Context: an optimization exercise on an open-source flow, tuned for a short achievable clock period and few clock cycles per item. The choices shown serve that exercise and are no tape-out recipe. Where RTL was checked, it was by simulation tests only, not by an equivalence proof against the original. No activity file was given, so power comes from the tool's default toggle rates.

==> inputs of run a <==
// array_stack_with_search_top
module array_stack_with_search_top #(
    parameter int DEPTH = asws_pkg::DEPTH_DEFAULT
) (
    input  logic                 i_clk,
    input  logic                 i_rst_n,
    input  logic                 start,
    output logic                 busy,
    input  logic [41:0]          i_item_bits,
    output logic                 o_strobe,
    output logic [42:0]          o_result_bits
);
    localparam int W  = asws_pkg::WORD_W;
    localparam int G  = 8;                  
    localparam int MW = DEPTH + 1;          
    localparam int NG = (MW + G - 1) / G;   
    localparam int PW = NG * G;             
    localparam int NT = DEPTH / G;          
    localparam int QK = 11;                 
    localparam int QN = QK + 1;             
    logic          r_busy;
    logic          r_take;         
    logic          s0_v;
    logic [41:0]   s0_item;
    always_ff @(posedge i_clk) begin
        s0_item <= i_item_bits;
        if (!i_rst_n) begin
            s0_v <= 1'b0;
        end else begin
            s0_v <= start && r_take;
        end
    end
    assign busy = r_busy;
    logic [2:0]       s0_cmd;
    logic [W-1:0]     s0_val;
    logic [6:0]       s0_pos;
    assign s0_cmd = s0_item[41:39];
    assign s0_val = s0_item[38:7];
    assign s0_pos = s0_item[6:0];
    logic [W-1:0]     r_mem [DEPTH];
    logic [DEPTH-1:0] r_occ;          
    logic [DEPTH-1:0] r_free;         
    logic [DEPTH-1:0] occ_next;
    logic [DEPTH-1:0] free_next;
    logic             s1_push, s1_pop, s1_peek, s1_search, s1_set, s1_clear;
    logic [W-1:0]     s1_val;
    logic [DEPTH-1:0] s1_we_set;      
    logic             s1_set_ok;
    always_comb begin
        occ_next = r_occ;
        if (s1_clear) begin
            occ_next = '0;
        end else if (s1_push) begin
            occ_next = {r_occ[DEPTH-2:0], 1'b1};
        end else if (s1_pop) begin
  ...
clock: 6.0 ns
lec_check: 0
abc_clock_period_in_ps: 2500
cap_margin: 20
core_margin: 2
core_utilization: 30
setup_slack_margin: 3.5
slew_margin: 20
tns_end_percent: 100
run.sh (not shown) runs the stock make flow with config.mk's settings and CLKGATE_MAP_FILE= SYNTH_SCRIPT=/design/flow/synth_recipe.tcl, a recipe that flattens the netlist after the stock synthesis.
==> run b (differences from run a) <==
--- a/flow/design.v
+++ b/flow/design.v
@@ -63,21 +63,20 @@
     localparam int NG = (MW + G - 1) / G;   
     localparam int PW = NG * G;             
     localparam int NT = DEPTH / G;          
     localparam int QK = 11;                 
     localparam int QN = QK + 1;             
     logic          r_busy;
-    logic          r_take;         
     logic          s0_v;
     logic [41:0]   s0_item;
     always_ff @(posedge i_clk) begin
         s0_item <= i_item_bits;
         if (!i_rst_n) begin
             s0_v <= 1'b0;
         end else begin
-            s0_v <= start && r_take;
+            s0_v <= start && !r_busy;
         end
     end
     assign busy = r_busy;
     logic [2:0]       s0_cmd;
     logic [W-1:0]     s0_val;
     logic [6:0]       s0_pos;
@@ -386,17 +385,15 @@
     assign s0_takes  = s0_v && (s0_cmd <= asws_pkg::CMD_CLEAR);
     assign held_next = r_held + 5'(s0_takes) - 5'(pop_q);
     always_ff @(posedge i_clk) begin
         if (!i_rst_n) begin
             r_held <= '0;
             r_busy <= 1'b0;
-            r_take <= 1'b1;
         end else begin
             r_held <= held_next;
             r_busy <= (held_next >= 5'(QK));
-            r_take <= (held_next < 5'(QK));
         end
     end
     logic        r_strobe;
     logic [42:0] r_out;
     always_ff @(posedge i_clk) begin
         r_out[42:40] <= q_status[0];
==> qor summary <==
metric                                                                  run a              run b
Launch point of the worst hold path                        s6_pay[57]$_DFF_P_  s4_gnz[5]$_DFF_P_
Outcome                                              timing/DRC/antenna clean  timing/DRC/antenna clean
Area share of the largest cell type after synthesis                     0.521              0.521
Final weighted congestion in routability-driven placement               0.919              0.928
Count of plain and timing-repair buffers in the layout                    325                328
Non-Clock Buffer Area Fraction                                         0.0157             0.0151
Clk. pwr                                                              28.1 mW            27.5 mW
Share of the clock period used by the worst path                        0.488              0.486
DP Worst Slack                                                        2.13 ns            2.66 ns
Reg-to-reg setup timing slack                                         3.07 ns            3.44 ns
Detailed-route wire length                                          499000 µm          491000 µm
Placed standard-cell area                                          187000 µm²         187000 µm²
Critical Path AT                                                      3.82 ns            1.71 ns
Post-cts repair resize count                                              277                282
Comb power                                                            1.79 mW            1.82 mW
Clk Latency, worst-skew pair                                          1.05 ns            1.04 ns
Testbench counts of run a, summed over its fixed seeds: cycles 9,266, items 4,800.
The RTL of run b was laid out without a check of its function.

## re-timing with driven ports
In the flow no input, the clock included, has a driving cell. The finished layouts below were timed again as built, in two steps.
Step 1 (the two cells are an assumption about what drives the block):
set clk [get_ports {i_clk}]
set_driving_cell -lib_cell sky130_fd_sc_hd__clkbuf_16 $clk
set_driving_cell -lib_cell sky130_fd_sc_hd__buf_2 [delete_from_list [all_inputs] $clk]
Step 2 times the ports against the registers' clock, not the clock port: input delays grow and output delays shrink by t, the midpoint of the rising clock arrivals with the driver on.
a / b / c = no drivers / after step 1 / after step 2; a / b = the first two.
| run | t, ns | setup slack, ns | hold slack, ns |
|---|---|---|---|
| run a | 1.119 | 3.075 / 3.075 / 2.497 | 0.298 / 0.298 / 0.298 |
| run b | 1.099 | 3.085 / 2.974 / 2.825 | 0.309 / 0.309 / 0.309 |
After both steps every run listed still meets setup and hold. For run a, which loses most, drivers alone change the setup slack by 0.000 ns; drivers and shift together by -0.578 ns.
